This is an optimization exercise on Yosys and OpenROAD, whose aim is small area, a short achievable clock period and few clock cycles per item, not a production implementation.
The RTL of this run was laid out without a check of its function.
Power and IR drop assume default switching activity.

--- design.v ---
`timescale 1ns / 1ps
package mjtm_pkg;
  localparam int TAG_W      = 7;
  localparam int CHIP_W     = 8;
  localparam int INTERVAL_W = 9;
  localparam int KIND_W     = 3;
  localparam int STATUS_W   = 3;
  localparam int PADDR_W    = 3;
  localparam logic [INTERVAL_W-1:0] INTERVAL_RESET = 9'd128;
  localparam logic [STATUS_W-1:0] ST_ISSUED      = 3'd0;
  localparam logic [STATUS_W-1:0] ST_REG         = 3'd1;
  localparam logic [STATUS_W-1:0] ST_NONCE       = 3'd2;
  localparam logic [STATUS_W-1:0] ST_UNKNOWN_REG = 3'd3;
  localparam logic [STATUS_W-1:0] ST_STALE       = 3'd4;
endpackage
`timescale 1ns / 1ps
module mjtm_front (
  input  logic [3:0] t,
  input  logic [8:0] s,
  output logic [3:0] q,
  output logic [3:0] r
);
  logic [7:0] o;
  always_comb begin
    case ({t, s[3:0]})
      8'h00: o = 8'hf0;
      8'h10: o = 8'hf1;
      8'h20: o = 8'hf2;
      8'h30: o = 8'hf3;
      8'h40: o = 8'hf4;
      8'h50: o = 8'hf5;
      8'h60: o = 8'hf6;
      8'h70: o = 8'hf7;
      8'h80: o = 8'hf8;
      8'h90: o = 8'hf9;
      8'ha0: o = 8'hfa;
      8'hb0: o = 8'hfb;
      8'hc0: o = 8'hfc;
      8'hd0: o = 8'hfd;
      8'he0: o = 8'hfe;
      8'hf0: o = 8'hff;
      8'h01: o = 8'h00;
      8'h11: o = 8'h10;
      8'h21: o = 8'h20;
      8'h31: o = 8'h30;
      8'h41: o = 8'h40;
      8'h51: o = 8'h50;
      8'h61: o = 8'h60;
      8'h71: o = 8'h70;
      8'h81: o = 8'h80;
      8'h91: o = 8'h90;
      8'ha1: o = 8'ha0;
      8'hb1: o = 8'hb0;
      8'hc1: o = 8'hc0;
      8'hd1: o = 8'hd0;
      8'he1: o = 8'he0;
      8'hf1: o = 8'hf0;
      8'h02: o = 8'h00;
      8'h12: o = 8'h01;
      8'h22: o = 8'h10;
      8'h32: o = 8'h11;
      8'h42: o = 8'h20;
      8'h52: o = 8'h21;
      8'h62: o = 8'h30;
      8'h72: o = 8'h31;
      8'h82: o = 8'h40;
      8'h92: o = 8'h41;
      8'ha2: o = 8'h50;
      8'hb2: o = 8'h51;
      8'hc2: o = 8'h60;
      8'hd2: o = 8'h61;
      8'he2: o = 8'h70;
      8'hf2: o = 8'h71;
      8'h03: o = 8'h00;
      8'h13: o = 8'h01;
      8'h23: o = 8'h02;
      8'h33: o = 8'h10;
      8'h43: o = 8'h11;
      8'h53: o = 8'h12;
      8'h63: o = 8'h20;
      8'h73: o = 8'h21;
      8'h83: o = 8'h22;
      8'h93: o = 8'h30;
      8'ha3: o = 8'h31;
      8'hb3: o = 8'h32;
      8'hc3: o = 8'h40;
      8'hd3: o = 8'h41;
      8'he3: o = 8'h42;
      8'hf3: o = 8'h50;
      8'h04: o = 8'h00;
      8'h14: o = 8'h01;
      8'h24: o = 8'h02;
      8'h34: o = 8'h03;
      8'h44: o = 8'h10;
      8'h54: o = 8'h11;
      8'h64: o = 8'h12;
      8'h74: o = 8'h13;
      8'h84: o = 8'h20;
      8'h94: o = 8'h21;
      8'ha4: o = 8'h22;
      8'hb4: o = 8'h23;
      8'hc4: o = 8'h30;
      8'hd4: o = 8'h31;
      8'he4: o = 8'h32;
      8'hf4: o = 8'h33;
      8'h05: o = 8'h00;
      8'h15: o = 8'h01;
      8'h25: o = 8'h02;
      8'h35: o = 8'h03;
      8'h45: o = 8'h04;
      8'h55: o = 8'h10;
      8'h65: o = 8'h11;
      8'h75: o = 8'h12;
      8'h85: o = 8'h13;
      8'h95: o = 8'h14;
      8'ha5: o = 8'h20;
      8'hb5: o = 8'h21;
      8'hc5: o = 8'h22;
      8'hd5: o = 8'h23;
      8'he5: o = 8'h24;
      8'hf5: o = 8'h30;
      8'h06: o = 8'h00;
      8'h16: o = 8'h01;
      8'h26: o = 8'h02;
      8'h36: o = 8'h03;
      8'h46: o = 8'h04;
      8'h56: o = 8'h05;
      8'h66: o = 8'h10;
      8'h76: o = 8'h11;
      8'h86: o = 8'h12;
      8'h96: o = 8'h13;
      8'ha6: o = 8'h14;
      8'hb6: o = 8'h15;
      8'hc6: o = 8'h20;
      8'hd6: o = 8'h21;
      8'he6: o = 8'h22;
      8'hf6: o = 8'h23;
      8'h07: o = 8'h00;
      8'h17: o = 8'h01;
      8'h27: o = 8'h02;
      8'h37: o = 8'h03;
      8'h47: o = 8'h04;
      8'h57: o = 8'h05;
      8'h67: o = 8'h06;
      8'h77: o = 8'h10;
      8'h87: o = 8'h11;
      8'h97: o = 8'h12;
      8'ha7: o = 8'h13;
      8'hb7: o = 8'h14;
      8'hc7: o = 8'h15;
      8'hd7: o = 8'h16;
      8'he7: o = 8'h20;
      8'hf7: o = 8'h21;
      8'h08: o = 8'h00;
      8'h18: o = 8'h01;
      8'h28: o = 8'h02;
      8'h38: o = 8'h03;
      8'h48: o = 8'h04;
      8'h58: o = 8'h05;
      8'h68: o = 8'h06;
      8'h78: o = 8'h07;
      8'h88: o = 8'h10;
      8'h98: o = 8'h11;
      8'ha8: o = 8'h12;
      8'hb8: o = 8'h13;
      8'hc8: o = 8'h14;
      8'hd8: o = 8'h15;
      8'he8: o = 8'h16;
      8'hf8: o = 8'h17;
      8'h09: o = 8'h00;
      8'h19: o = 8'h01;
      8'h29: o = 8'h02;
      8'h39: o = 8'h03;
      8'h49: o = 8'h04;
      8'h59: o = 8'h05;
      8'h69: o = 8'h06;
      8'h79: o = 8'h07;
      8'h89: o = 8'h08;
      8'h99: o = 8'h10;
      8'ha9: o = 8'h11;
      8'hb9: o = 8'h12;
      8'hc9: o = 8'h13;
      8'hd9: o = 8'h14;
      8'he9: o = 8'h15;
      8'hf9: o = 8'h16;
      8'h0a: o = 8'h00;
      8'h1a: o = 8'h01;
      8'h2a: o = 8'h02;
      8'h3a: o = 8'h03;
      8'h4a: o = 8'h04;
      8'h5a: o = 8'h05;
      8'h6a: o = 8'h06;
      8'h7a: o = 8'h07;
      8'h8a: o = 8'h08;
      8'h9a: o = 8'h09;
      8'haa: o = 8'h10;
      8'hba: o = 8'h11;
      8'hca: o = 8'h12;
      8'hda: o = 8'h13;
      8'hea: o = 8'h14;
      8'hfa: o = 8'h15;
      8'h0b: o = 8'h00;
      8'h1b: o = 8'h01;
      8'h2b: o = 8'h02;
      8'h3b: o = 8'h03;
      8'h4b: o = 8'h04;
      8'h5b: o = 8'h05;
      8'h6b: o = 8'h06;
      8'h7b: o = 8'h07;
      8'h8b: o = 8'h08;
      8'h9b: o = 8'h09;
      8'hab: o = 8'h0a;
      8'hbb: o = 8'h10;
      8'hcb: o = 8'h11;
      8'hdb: o = 8'h12;
      8'heb: o = 8'h13;
      8'hfb: o = 8'h14;
      8'h0c: o = 8'h00;
      8'h1c: o = 8'h01;
      8'h2c: o = 8'h02;
      8'h3c: o = 8'h03;
      8'h4c: o = 8'h04;
      8'h5c: o = 8'h05;
      8'h6c: o = 8'h06;
      8'h7c: o = 8'h07;
      8'h8c: o = 8'h08;
      8'h9c: o = 8'h09;
      8'hac: o = 8'h0a;
      8'hbc: o = 8'h0b;
      8'hcc: o = 8'h10;
      8'hdc: o = 8'h11;
      8'hec: o = 8'h12;
      8'hfc: o = 8'h13;
      8'h0d: o = 8'h00;
      8'h1d: o = 8'h01;
      8'h2d: o = 8'h02;
      8'h3d: o = 8'h03;
      8'h4d: o = 8'h04;
      8'h5d: o = 8'h05;
      8'h6d: o = 8'h06;
      8'h7d: o = 8'h07;
      8'h8d: o = 8'h08;
      8'h9d: o = 8'h09;
      8'had: o = 8'h0a;
      8'hbd: o = 8'h0b;
      8'hcd: o = 8'h0c;
      8'hdd: o = 8'h10;
      8'hed: o = 8'h11;
      8'hfd: o = 8'h12;
      8'h0e: o = 8'h00;
      8'h1e: o = 8'h01;
      8'h2e: o = 8'h02;
      8'h3e: o = 8'h03;
      8'h4e: o = 8'h04;
      8'h5e: o = 8'h05;
      8'h6e: o = 8'h06;
      8'h7e: o = 8'h07;
      8'h8e: o = 8'h08;
      8'h9e: o = 8'h09;
      8'hae: o = 8'h0a;
      8'hbe: o = 8'h0b;
      8'hce: o = 8'h0c;
      8'hde: o = 8'h0d;
      8'hee: o = 8'h10;
      8'hfe: o = 8'h11;
      8'h0f: o = 8'h00;
      8'h1f: o = 8'h01;
      8'h2f: o = 8'h02;
      8'h3f: o = 8'h03;
      8'h4f: o = 8'h04;
      8'h5f: o = 8'h05;
      8'h6f: o = 8'h06;
      8'h7f: o = 8'h07;
      8'h8f: o = 8'h08;
      8'h9f: o = 8'h09;
      8'haf: o = 8'h0a;
      8'hbf: o = 8'h0b;
      8'hcf: o = 8'h0c;
      8'hdf: o = 8'h0d;
      8'hef: o = 8'h0e;
      8'hff: o = 8'h10;
      default: o = 8'h00;
    endcase
    if (s[8:4] != 5'd0) begin
      o = {4'h0, t};
    end
  end
  assign q = o[7:4];
  assign r = o[3:0];
endmodule
`timescale 1ns / 1ps
module mining_job_tag_result_matcher_core #(
  parameter int JOB_SLOTS = 128
) (
  input  logic                              clk,
  input  logic                              rst,
  input  logic                              in_valid,
  output logic                              in_ready,
  input  logic                              action,
  input  logic [31:0]                       job_version,
  input  logic                              nonce_resp,
  input  logic [31:0]                       frame_word,
  input  logic [7:0]                        frame_addr_byte,
  input  logic [7:0]                        frame_tag_byte,
  input  logic [15:0]                       frame_version,
  output logic                              out_valid,
  input  logic                              out_ready,
  output logic [mjtm_pkg::STATUS_W-1:0]     status,
  output logic [mjtm_pkg::TAG_W-1:0]        tag,
  output logic [mjtm_pkg::CHIP_W-1:0]       chip_index,
  output logic [mjtm_pkg::KIND_W-1:0]       register_kind,
  output logic [31:0]                       data_word,
  output logic [31:0]                       full_version,
  input  logic                              psel,
  input  logic                              penable,
  input  logic                              pwrite,
  input  logic [mjtm_pkg::PADDR_W-1:0]      paddr,
  input  logic [31:0]                       pwdata,
  output logic [31:0]                       prdata,
  output logic                              pready
);
  function automatic logic [7:0] add8(input logic [7:0] t, input logic [7:0] x,
                                      input logic ci);
    logic [7:0] p, g, gg, pp;
    p  = t ^ x;
    g  = t & x;
    gg = g;
    pp = p;
    gg[0] = g[0] | (p[0] & ci);
    for (int d = 1; d < 8; d = d * 2) begin
      for (int i = 7; i >= d; i--) begin
        gg[i] = gg[i] | (pp[i] & gg[i-d]);
        pp[i] = pp[i] & pp[i-d];
      end
    end
    add8 = p ^ {gg[6:0], ci};
  endfunction
  function automatic logic [7:0] add8x3(input logic [7:0] t, input logic [7:0] x,
                                        input logic [7:0] y);
    logic [7:0] s, c;
    s = t ^ x ^ y;
    c = (t & x) | (t & y) | (x & y);
    add8x3 = add8(s, {c[6:0], 1'b0}, 1'b0);
  endfunction
  logic [8:0]  spacing;
  assign pready = 1'b1;
  always_ff @(posedge clk) begin
    if (rst) begin
      spacing <= mjtm_pkg::INTERVAL_RESET;
    end else if (psel && penable && pwrite && !paddr[2]) begin
      spacing <= pwdata[8:0];
    end
  end
  assign prdata = paddr[2] ? 32'd0 : {23'd0, spacing};
  logic [7:0] sp;
  logic [7:0] mul3, mul5, mul7, mul9, mul11, mul13, mul15;
  assign sp = spacing[7:0];
  always_ff @(posedge clk) begin
    mul3  <= add8(sp, {sp[6:0], 1'b0}, 1'b0);
    mul5  <= add8(sp, {sp[5:0], 2'b00}, 1'b0);
    mul7  <= add8({sp[4:0], 3'b000}, ~sp, 1'b1);
    mul9  <= add8(sp, {sp[4:0], 3'b000}, 1'b0);
    mul11 <= add8x3(sp, {sp[6:0], 1'b0}, {sp[4:0], 3'b000});
    mul13 <= add8x3(sp, {sp[5:0], 2'b00}, {sp[4:0], 3'b000});
    mul15 <= add8({sp[3:0], 4'b0000}, ~sp, 1'b1);
  end
  logic [3:0]  mhi [16];
  logic [15:1] mbig;
  always_comb begin
    mhi[0]  = 4'd0;
    mhi[1]  = sp[7:4];
    mhi[2]  = sp[6:3];
    mhi[3]  = mul3[7:4];
    mhi[4]  = sp[5:2];
    mhi[5]  = mul5[7:4];
    mhi[6]  = mul3[6:3];
    mhi[7]  = mul7[7:4];
    mhi[8]  = sp[4:1];
    mhi[9]  = mul9[7:4];
    mhi[10] = mul5[6:3];
    mhi[11] = mul11[7:4];
    mhi[12] = mul3[5:2];
    mhi[13] = mul13[7:4];
    mhi[14] = mul7[6:3];
    mhi[15] = mul15[7:4];
    for (int m = 1; m < 16; m++) begin
      mbig[m] = spacing >= 9'((256 + m - 1) / m);
    end
  end
  logic adv;
  logic acc;
  logic v1;
  assign adv      = !out_valid || out_ready;
  assign in_ready = adv;
  assign acc      = in_valid && adv;
  logic [3:0]  next_slot;
  logic [3:0]  issue_slot;
  logic [15:0] slot_valid;
  logic [2:0]  a_status;
  logic [3:0]  a_tag;
  logic        a_tagv;        
  logic        a_div;         
  logic [2:0]  a_kind;
  logic [31:0] a_word;
  logic [15:0] a_fver;
  logic [7:0]  a_dvd;
  logic        a_hit;
  assign issue_slot = next_slot + 4'd3;
  assign a_hit      = slot_valid[frame_tag_byte[7:4]];
  always_comb begin
    a_status = mjtm_pkg::ST_UNKNOWN_REG;
    a_tag    = '0;
    a_tagv   = 1'b0;
    a_div    = 1'b0;
    a_kind   = '0;
    a_word   = '0;
    a_fver   = '0;
    a_dvd    = nonce_resp ? frame_word[24:17] : frame_addr_byte;
    if (!action) begin
      a_status = mjtm_pkg::ST_ISSUED;
      a_tag    = issue_slot;
      a_tagv   = 1'b1;
      a_word   = job_version;           
    end else if (nonce_resp) begin
      a_tag  = frame_tag_byte[7:4];
      a_tagv = 1'b1;
      if (a_hit) begin
        a_status = mjtm_pkg::ST_NONCE;
        a_div    = 1'b1;
        a_word   = frame_word;
        a_fver   = frame_version;
      end else begin
        a_status = mjtm_pkg::ST_STALE;
      end
    end else if (frame_tag_byte == 8'h4C) begin
      a_status = mjtm_pkg::ST_REG;
      a_div    = 1'b1;
      a_word   = frame_word;
    end else if (frame_tag_byte >= 8'h88 && frame_tag_byte <= 8'h8C) begin
      a_status = mjtm_pkg::ST_REG;
      a_div    = 1'b1;
      a_kind   = frame_tag_byte[2:0] + 3'd1;
      a_word   = frame_word;
    end
  end
  always_ff @(posedge clk) begin
    if (rst) begin
      next_slot  <= '0;
      slot_valid <= '0;
    end else if (acc && !action) begin
      next_slot              <= issue_slot;
      slot_valid[issue_slot] <= 1'b1;
    end
  end
  logic [3:0] a_qh;
  logic [3:0] a_rh;
  mjtm_front u_front (
    .t (a_dvd[7:4]),
    .s (spacing),
    .q (a_qh),
    .r (a_rh)
  );
  logic [15:1] a_loge;
  always_comb begin
    for (int m = 1; m < 16; m++) begin
      a_loge[m] = a_dvd[3:0] >= 4'(spacing[3:0] * 4'(m));
    end
  end
  logic [2:0]  s1_status;
  logic [15:0] s1_sel;        
  logic [2:0]  s1_kind;
  logic [31:0] s1_word;
  logic [15:0] s1_fver;
  logic        s1_div;
  logic [3:0]  s1_qh;
  logic [3:0]  s1_rh;
  logic [15:1] s1_loge;
  always_ff @(posedge clk) begin
    if (adv) begin
      s1_status <= a_status;
      for (int i = 0; i < 16; i++) begin
        s1_sel[i] <= a_tagv && (a_tag == 4'(i));
      end
      s1_kind   <= a_kind;
      s1_word   <= a_word;
      s1_fver   <= a_fver;
      s1_div    <= a_div;
      s1_qh     <= a_div ? a_qh : 4'd0;
      s1_rh     <= a_rh;
      s1_loge   <= a_loge;
    end
  end
  logic [15:1] b_ge;
  logic [3:0]  b_ql;
  always_comb begin
    for (int m = 1; m < 16; m++) begin
      b_ge[m] = s1_div && !mbig[m] &&
                ((s1_rh > mhi[m]) || ((s1_rh == mhi[m]) && s1_loge[m]));
    end
  end
  assign b_ql[3] = b_ge[8];
  assign b_ql[2] = (b_ge[4] & !b_ge[8]) | b_ge[12];
  assign b_ql[1] = (b_ge[2] & !b_ge[4]) | (b_ge[6] & !b_ge[8]) |
                   (b_ge[10] & !b_ge[12]) | b_ge[14];
  assign b_ql[0] = (b_ge[1] & !b_ge[2]) | (b_ge[3] & !b_ge[4]) |
                   (b_ge[5] & !b_ge[6]) | (b_ge[7] & !b_ge[8]) |
                   (b_ge[9] & !b_ge[10]) | (b_ge[11] & !b_ge[12]) |
                   (b_ge[13] & !b_ge[14]) | b_ge[15];
  logic [31:0] version_mem [16];
  logic        s1_issue;
  logic        s1_nhit;
  logic [31:0] s1_rd;
  logic [3:0]  s1_tag;
  assign s1_issue = (s1_status == mjtm_pkg::ST_ISSUED);
  assign s1_nhit  = (s1_status == mjtm_pkg::ST_NONCE);
  always_comb begin
    s1_rd  = '0;
    s1_tag = '0;
    for (int i = 0; i < 16; i++) begin
      s1_rd  = s1_rd | ({32{s1_sel[i] & s1_nhit}} & version_mem[i]);
      s1_tag = s1_tag | ({4{s1_sel[i]}} & 4'(i));
    end
  end
  always_ff @(posedge clk) begin
    for (int i = 0; i < 16; i++) begin
      if (adv && v1 && s1_issue && s1_sel[i]) begin
        version_mem[i] <= s1_word;
      end
    end
  end
  always_ff @(posedge clk) begin
    if (rst) begin
      v1        <= 1'b0;
      out_valid <= 1'b0;
    end else if (adv) begin
      v1        <= acc;
      out_valid <= v1;
    end
  end
  always_ff @(posedge clk) begin
    if (adv) begin
      status        <= s1_status;
      tag           <= {s1_tag, 3'b000};
      register_kind <= s1_kind;
      chip_index    <= {s1_qh, b_ql};
      data_word     <= s1_issue ? 32'd0 : s1_word;
      full_version  <= s1_rd | {3'b000, s1_fver, 13'b0};
    end
  end
endmodule
--- constraint.sdc ---
create_clock -name core_clock -period 4.0 [get_ports {clk}]
set_input_delay 0.8000 -clock core_clock [delete_from_list [all_inputs] [get_ports {clk}]]
set_output_delay 0.8000 -clock core_clock [all_outputs]
set_load 0.01 [all_outputs]
--- run.sh ---
#!/bin/bash
# synth_recipe.tcl (not shown) runs the flow's synth.tcl, then flattens the netlist and writes it again
# the make line also repeats each setting of config.mk as NAME=value (left out here)
make -C /OpenROAD-flow-scripts/flow DESIGN_CONFIG=/design/flow/config.mk WORK_HOME=/design/flow/orfs CLKGATE_MAP_FILE= SYNTH_SCRIPT=/design/flow/synth_recipe.tcl finish
--- config.mk ---
export PLATFORM = sky130hd
export DESIGN_NAME = mining_job_tag_result_matcher_core
export DESIGN_NICKNAME = mining_job_tag_result_matcher_core
export VERILOG_FILES = /design/flow/design.v
export SDC_FILE = /design/flow/constraint.sdc
export NUM_CORES = 4
export LEC_CHECK = 0
export ABC_CLOCK_PERIOD_IN_PS = 2000
export CAP_MARGIN = 20
export CORE_MARGIN = 2
export CORE_UTILIZATION = 65
export SETUP_SLACK_MARGIN = 1.9
export SLEW_MARGIN = 20
export TNS_END_PERCENT = 5
==> results.txt <==
## flip-flops by register name (all words and copies together), names as in the netlist, 8 cells and up
name and count:
s1_word 32, data_word 32, s1_loge 15, version_mem 512, full_version 32, slot_valid 16, s1_sel 16, spacing 9
s1_fver 16, chip_index 8
## kinds of logic after synthesis
family | Yosys count | share of synthesized area (%)
compound gates | 551 | 12.4
xor+xnor | 50 | 1.35
fa+ha+maj | 174 | 7.01
buf+inv | 247 | 3.36
flops | 751 | 67.5
mux | 25 | 1.06
other cells | 2 | 0.0231
simple gates | 476 | 7.25
## worst paths after layout
kind / startpoint / end / slack, ps / cells after the start
worst max-delay path: s1_status[1]$_SDFFCE_PN0N_ / full_version[17]$_DFFE_PN_ / 1440 / 8
worst min-delay path: s1_qh[1]$_SDFFCE_PP0N_ / chip_index[5]$_DFFE_PN_ / 420 / 0
worst max register to register: s1_status[1]$_SDFFCE_PN0N_ / full_version[17]$_DFFE_PN_ / 1440 / 8
worst min register to register: s1_qh[1]$_SDFFCE_PP0N_ / chip_index[5]$_DFFE_PN_ / 420 / 0
## final cells by class
cell class | instances | area share (%)
clock inverter | 39 | 0.944
antenna | 1 | 0.00619
multi-input combinational | 1320 | 25.8
sequential | 751 | 54.3
timing repair buffer | 424 | 11.0
inverter | 103 | 1.03
clock buffer | 95 | 4.88
tap | 664 | 2.05
## cell usage in the layout (no fill, tap or decap), types with 41 or more instances in the layout
| cell type | instances |
|---|---|
| a22o_1 | 87 |
| nor2b_1 | 45 |
| nand2_1 | 111 |
| a21oi_1 | 87 |
| inv_1 | 90 |
| buf_4 | 138 |
| a221oi_1 | 73 |
| nor2_1 | 107 |
| nand3_1 | 41 |
| a22oi_1 | 49 |
| edfxtp_1 | 688 |
| dfxtp_1 | 52 |
| clkdlybuf4s50_1 | 181 |
| ha_1 | 138 |
| clkbuf_16 | 77 |
| nand4_1 | 41 |
| o21ai_0 | 45 |
## timing repair
| action | CTS | global route |
|---|---|---|
| hold buffers | 0 | 0 |
| gates resized for setup | 305 | 55 |
| endpoints found under the setup margin | 763 | 704 |
| buffers inserted | 117 | 25 |
| gates cloned | 26 | 7 |
| pin swaps | 63 | 24 |
## worst max-delay path, cell delays in order, from the launching register on
cell	delay, ps
edfxtp_1	410
buf_6	160
nor3b_4	170
buf_6	130
and2_4	220
a22o_1	260
a221oi_2	210
nand4_1	390
a211o_1	360
## power by group
group	switching, mW	internal, mW	total, mW
Sequential	0.258	8.91	9.17
Combinational	0.950	0.825	1.78
Clock	3.02	3.85	6.87
Total	4.23	13.6	17.8
## stage by stage
stage	worst slack (ps)	hold slack (ps)	area, sq um	instances
3_3_place_gp	489	402	35300	3087
6_report	1440	422	40400	3397
2_1_floorplan	591	400	32600	2301
3_5_place_dp	519	407	35300	3087
5_1_grt	1430	432	40400	3396
4_1_cts	1630	421	40000	3364
## layer usage
layer | GRT usage (%) | wire (um) | vias up
met3 | 8.70 | 13500 | 439
met1 | 49.3 | 35200 | 11100
li1 | - | - | 9578
met4 | 18.6 | 6580 | 0
met5 | 0 | 0 | -
met2 | 61.5 | 47400 | 1976
==> qor.yml <==
finalNetCount: 2989
endpoint_kind: "flop"
nFillCells: 2510
multiInputGateArea_sq_um: 10400
worst-path-max-fanout: 6
layout-drive-gt1-share_pct: 19.0
ys_seq_elements: 751
die_x_um: 227
max_freq_ghz: 0.391
num_io_pins: 260
fin_util_pct: 82.3
wire_per_inst_um: 30.2
dp_hpwl_um: 49600
finClkSkew_ps: 31.0
total_power_mw: 17.8
port_buffers: 207
ys_types: 69
slew_headroom_pct: 46.1
synthCells: 2276
yosysTopAreaCell: "edfxtp_1"
htree_num_levels: 3
ir_drop_mv: 0.307
core-area_sq_um: 49200
worstSetupStartpointType: "flop"
grt_setup_unrepaired: "yes"
yosysSeqAreaShare_pct: 67.5
grt.total_usage_pct: 38.1
num_rows: 81
grt_antenna_before_repair: 1
leakagePower_nw: 15.0
clk_pin_slew_ps: 60
grt_pass1_vias: 22100
period_minus_slack_ps: 2560
worstMarginPinSlew_ps: 809
clock_path_buffers: 3
start_util_pct: 66.1
min_period_over_period_pct: 64.0
fp.dieH_um: 227
slew_violations: 0
via_count: 23100
report.final.setup_viol: 0
overflow: 0
worstSetupPathType: "reg -> reg"
synth_top_area_share_pct: 63.6
cts_tree: "built"
cts-buffers-inserted: 75
dr.pass1.iters: 9
synth_top_flop_cell: "edfxtp_1"
synth_edf_count: 688
avgViaCountPerCell: 6.81
cts_sinks: 751
grt_pass1_wl_um: 140000
cp.arrival_ps: 2940
insertion_delay_ps: 640
ys_warn_count: 4
wl_um: 103000
setup_tns_ps: 0
synth.most_common_cell: "edfxtp_1"
outcome: "no timing/DRC/antenna violations"
drt-initial-drc-count: 3851
hold_violations: 0
syn_area_sq_um: 32500
drc: 0
grt_max_degree: 90
regArea_sq_um: 22000
ys_top_cells_by_count: "edfxtp_1, ha_1, nand2_1"
synth_area_per_cell_sq_um: 14.3
die_area_sq_um: 51800
synthArstFlopShare_pct: 0
place.gp.congestion: 0.919
max-cap-violations: 0
clock-root-buffer: "clkbuf_16"
areaGrowthSynthToFinish_pct: 24.6
hold_class: "reg -> reg"
cp.required_ps: 4380
p_per_area_nw_per_um2: 440
ant_nets: 0
synth_area_leaders: "edfxtp_1, ha_1, dfxtp_1"

[what the ideal ports hide]
The results above use ideal ports. As a check the final layout listed here was re-extracted and re-timed, cells and wires unchanged.
Step 1: set_driving_cell puts a clkbuf_16 on clk and a buf_2 on each other input, an assumption about the parent block.
Step 2 times the ports against the registers' clock, not the clock port: input delays grow and output delays shrink by t, the midpoint of the rising clock arrivals with the driver on.
Three values: no drivers, after step 1, after step 2; two values: the first two.
t, ns: 0.690
slack for setup (ns): 1.441 / 1.441 / 1.009
pins driven straight from the clock port: 1
After both steps this run still meets setup and hold. The setup slack of this run moves by 0.000 ns with the drivers and by -0.432 ns with both steps.
